This is an optimization exercise on Yosys and OpenROAD, whose aim is small area, a short achievable clock period and few clock cycles per item, not a production implementation.
Only simulation tests tie the RTL to the original design; equivalence was not proved.
Power is estimated from default activity; no workload was simulated.

Design neurona_mac, start of the top module:
module neurona_mac #(
    parameter int Signo     = 1,
    parameter int Magnitud  = 7,
    parameter int Precision = 24,
    parameter int Width     = Signo + Magnitud + Precision,
    parameter int NEntradas = 4
) (
    input  logic             CLK,
    input  logic             RST,
    input  logic             Inicio,
    input  logic [Width-1:0] Sesgo,
    input  logic             EntradaValida,
    input  logic [Width-1:0] Entrada,
    input  logic [Width-1:0] Peso,
    output logic             Ocupado,
    output logic             Listo,
    output logic [Width-1:0] Salida,
    output logic             Error
);
Size: roughly 3000 cells after synthesis, roughly 280 flip-flops, roughly 140 I/O pins, ~0.032 mm2 of cells after synthesis.
Settings: LEC_CHECK=0, CAP_MARGIN=20, CORE_MARGIN=2, CORE_UTILIZATION=40, SLEW_MARGIN=20, SYNTH_HIERARCHICAL=1; clock period 13.5 ns.
standard.sh (not shown) runs the stock make flow with config.mk's settings and CLKGATE_MAP_FILE= SYNTH_SCRIPT=/design/flow/synth_recipe.tcl, a recipe that flattens the netlist after the stock synthesis.
==> flow/flow/run.sh <==
#!/bin/bash
set -euo pipefail
MARGIN=$(cat flow/margin.txt)
bash standard.sh SETUP_SLACK_MARGIN=$MARGIN finish > orfs_make.log 2>&1
==> flow/flow/margin.txt <==
9.7
The baseline produced a clean layout.
Testbench counts at the start, summed over its fixed seeds: cycles 3,584, items 512.
Change:
- CORE_UTILIZATION: 40 -> 65
- PLACE_DENSITY: default -> 0.75
- TNS_END_PERCENT: default -> 0
The new run completed with no timing, DRC or antenna violations.
Worst hold slack is about the same.
Total power goes down by roughly a tenth.
Cell area goes down by roughly a tenth.
Change:
- CORE_UTILIZATION: 65 -> 40
- PLACE_DENSITY: 0.75 -> default
Sequential share of layout area drops by 0.12 points.
Total power climbs by 2.8%.
Worst hold slack barely changes.
First-iteration DRC count drops by about 2.3%.
Fmax climbs by about 1.1%.
Utilization drops by 27 points.
Final area climbs by about 2%.
Critical path depth climbs by 5.
Cell count climbs by 11%.

* * *

Another version of the RTL of neurona_mac (not shown whole).
For scale: about 3,500 cells after synthesis, roughly 260 flip-flops, roughly 140 I/O pins, roughly 33,000 um2 of cells after synthesis.
Settings: LEC_CHECK=0, CAP_MARGIN=20, CORE_MARGIN=2, CORE_UTILIZATION=40, SLEW_MARGIN=20; clock period 13.5 ns.
==> flow/flow/margin.txt <==
9.0
Scripts as last shown in full above: flow/flow/run.sh
The starting point completed without violations.
Testbench counts at the start, summed over its fixed seeds: cycles 3,584, items 512.
==> next run, changes <==
==> flow/run.sh (new file) <==
#!/bin/bash
# synth_recipe.tcl (not shown) runs the flow's synth.tcl, then flattens the netlist and writes it again
# the make line also repeats each setting of config.mk as NAME=value (left out here)
make -C /OpenROAD-flow-scripts/flow DESIGN_CONFIG=/design/flow/config.mk WORK_HOME=/design/flow/orfs CLKGATE_MAP_FILE= SYNTH_SCRIPT=/design/flow/synth_recipe.tcl finish
removed: flow/flow/run.sh
removed: flow/flow/margin.txt
removed: flow/standard.sh
Routed wire length goes down by about 2.8%.
Utilization came out lower by 1.1 points.
Maximum frequency went down by about 11%.
First-iteration DRC count drops by about 5%.
Power goes down by 2.0%.

* * *

## job 9640
neurona_mac, a different RTL version from the one above (not shown whole).
Size: about 3,100 cells after synthesis, roughly 290 flip-flops, roughly 140 I/O pins, ~0.032 sq mm of cells after synthesis.
Settings: LEC_CHECK=0, CAP_MARGIN=20, CORE_MARGIN=2, CORE_UTILIZATION=40, SLEW_MARGIN=20, SYNTH_HIERARCHICAL=1, TNS_END_PERCENT=0; clock period 13.5 ns.
==> flow/flow/run.sh <==
#!/bin/bash
set -euo pipefail
MARGIN=$(cat flow/margin.txt)
bash standard.sh SETUP_SLACK_MARGIN=$MARGIN \
  "BUFFER_PORTS_ARGS=-buffer_cell sky130_fd_sc_hd__buf_1" \
  finish > orfs_make.log 2>&1
==> flow/flow/margin.txt <==
9.5
Job 9640 | stages: all done | timing, DRC, antenna: all pass
Testbench counts of job 9640, summed over its fixed seeds: cycles 3,584, items 512.
[inputs] job 6014 vs job 9640
==> flow/flow/margin.txt <==
9.7
## What came out
Compared with job 9640, job 6014 shows a routed wire length that is 360 um higher.
Looking at job 6014 and job 9640, the total global routing track utilization is a wash.
Job 9640 -> job 6014: sequential portion of the cell area flat
Clock network power of job 6014 falls short of that of job 9640 slightly.
Share of the clock period used by the worst path for job 6014: 0.98 points down relative to job 9640
Of job 6014 and job 9640, job 6014 shows the higher post-CTS setup repair buffer count, with job 9640 below it.
Job 6014 against job 9640: power density of the placed cells comparable, reported combinational group power comparable.
Summed negative setup slack over all endpoints: job 6014 vs job 9640 identical
The max-slew headroom at the worst pin in job 6014 was lower than what job 9640 gave.
Inputs modified between job 6014 and job 4614:
==> flow/flow/run.sh <==
#!/bin/bash
set -euo pipefail
MARGIN=$(cat flow/margin.txt)
bash standard.sh SETUP_SLACK_MARGIN=$MARGIN \
  "BUFFER_PORTS_ARGS=-buffer_cell sky130_fd_sc_hd__buf_2" \
  finish > orfs_make.log 2>&1
Results
Compared with job 6014, in job 4614 core utilization rose 0.31 points, final estimated routing congestion in global placement rose about 0.8%, setup slack of the critical path after layout rose 0.0084 ns, met2 capacity usage during global routing fell 0.26 points. Taking job 6014 as the reference point, the hold slack of job 4614 rises by 0.0042 ns. Job 6014 -> job 4614: total length of routed wires decreased slightly. No stage failed in job 4614, and the final checks on the layout all came back clean. Portion of netlist area occupied by mux cells: job 6014 vs job 4614 identical. Between job 6014 and job 4614, design area increased. Job 4614 -> job 6014: fmax flat. Higher critical path depth among job 6014 and job 4614: job 4614. Re area after synthesis: no difference whatsoever between job 6014 and job 4614.

## port drivers added, routing unchanged
The results above use ideal ports. As a check the final layouts listed here were re-extracted and re-timed, cells and wires unchanged. Step 1: set_driving_cell puts a clkbuf_16 on CLK and a buf_2 on each other input, an assumption about the parent block. Step 2 moves the port delays by t, midway between the first and last clock arrival at a register: inputs arrive t later, outputs are due t later. That takes back most of the time a late clock gives input paths. a / b / c = ideal / step 1 / step 2; a / b = the first two.
run	t, ns	slack for setup (ns)	worst data-port slew with drivers (ns)
the first run of note 1	0.661	9.418 / 9.418 / 9.418	0.06
the second run of note 1	0.610	9.354 / 9.354 / 9.354	0.05
the third run of note 1	0.636	9.399 / 9.391 / 9.399	0.06
the first run of note 2	0.621	9.104 / 9.104 / 8.532	0.06
the second run of note 2	0.694	8.535 / 8.535 / 8.509	0.05
job 9640	0.627	9.407 / 9.407 / 8.956	0.12
job 6014	0.627	9.539 / 9.539 / 8.998	0.10
job 4614	0.629	9.548 / 9.548 / 9.016	0.12
After both steps setup and hold are still met in every run listed. For the first run of note 2, which loses most, drivers alone change the setup slack by 0.000 ns; drivers and shift together by -0.572 ns.
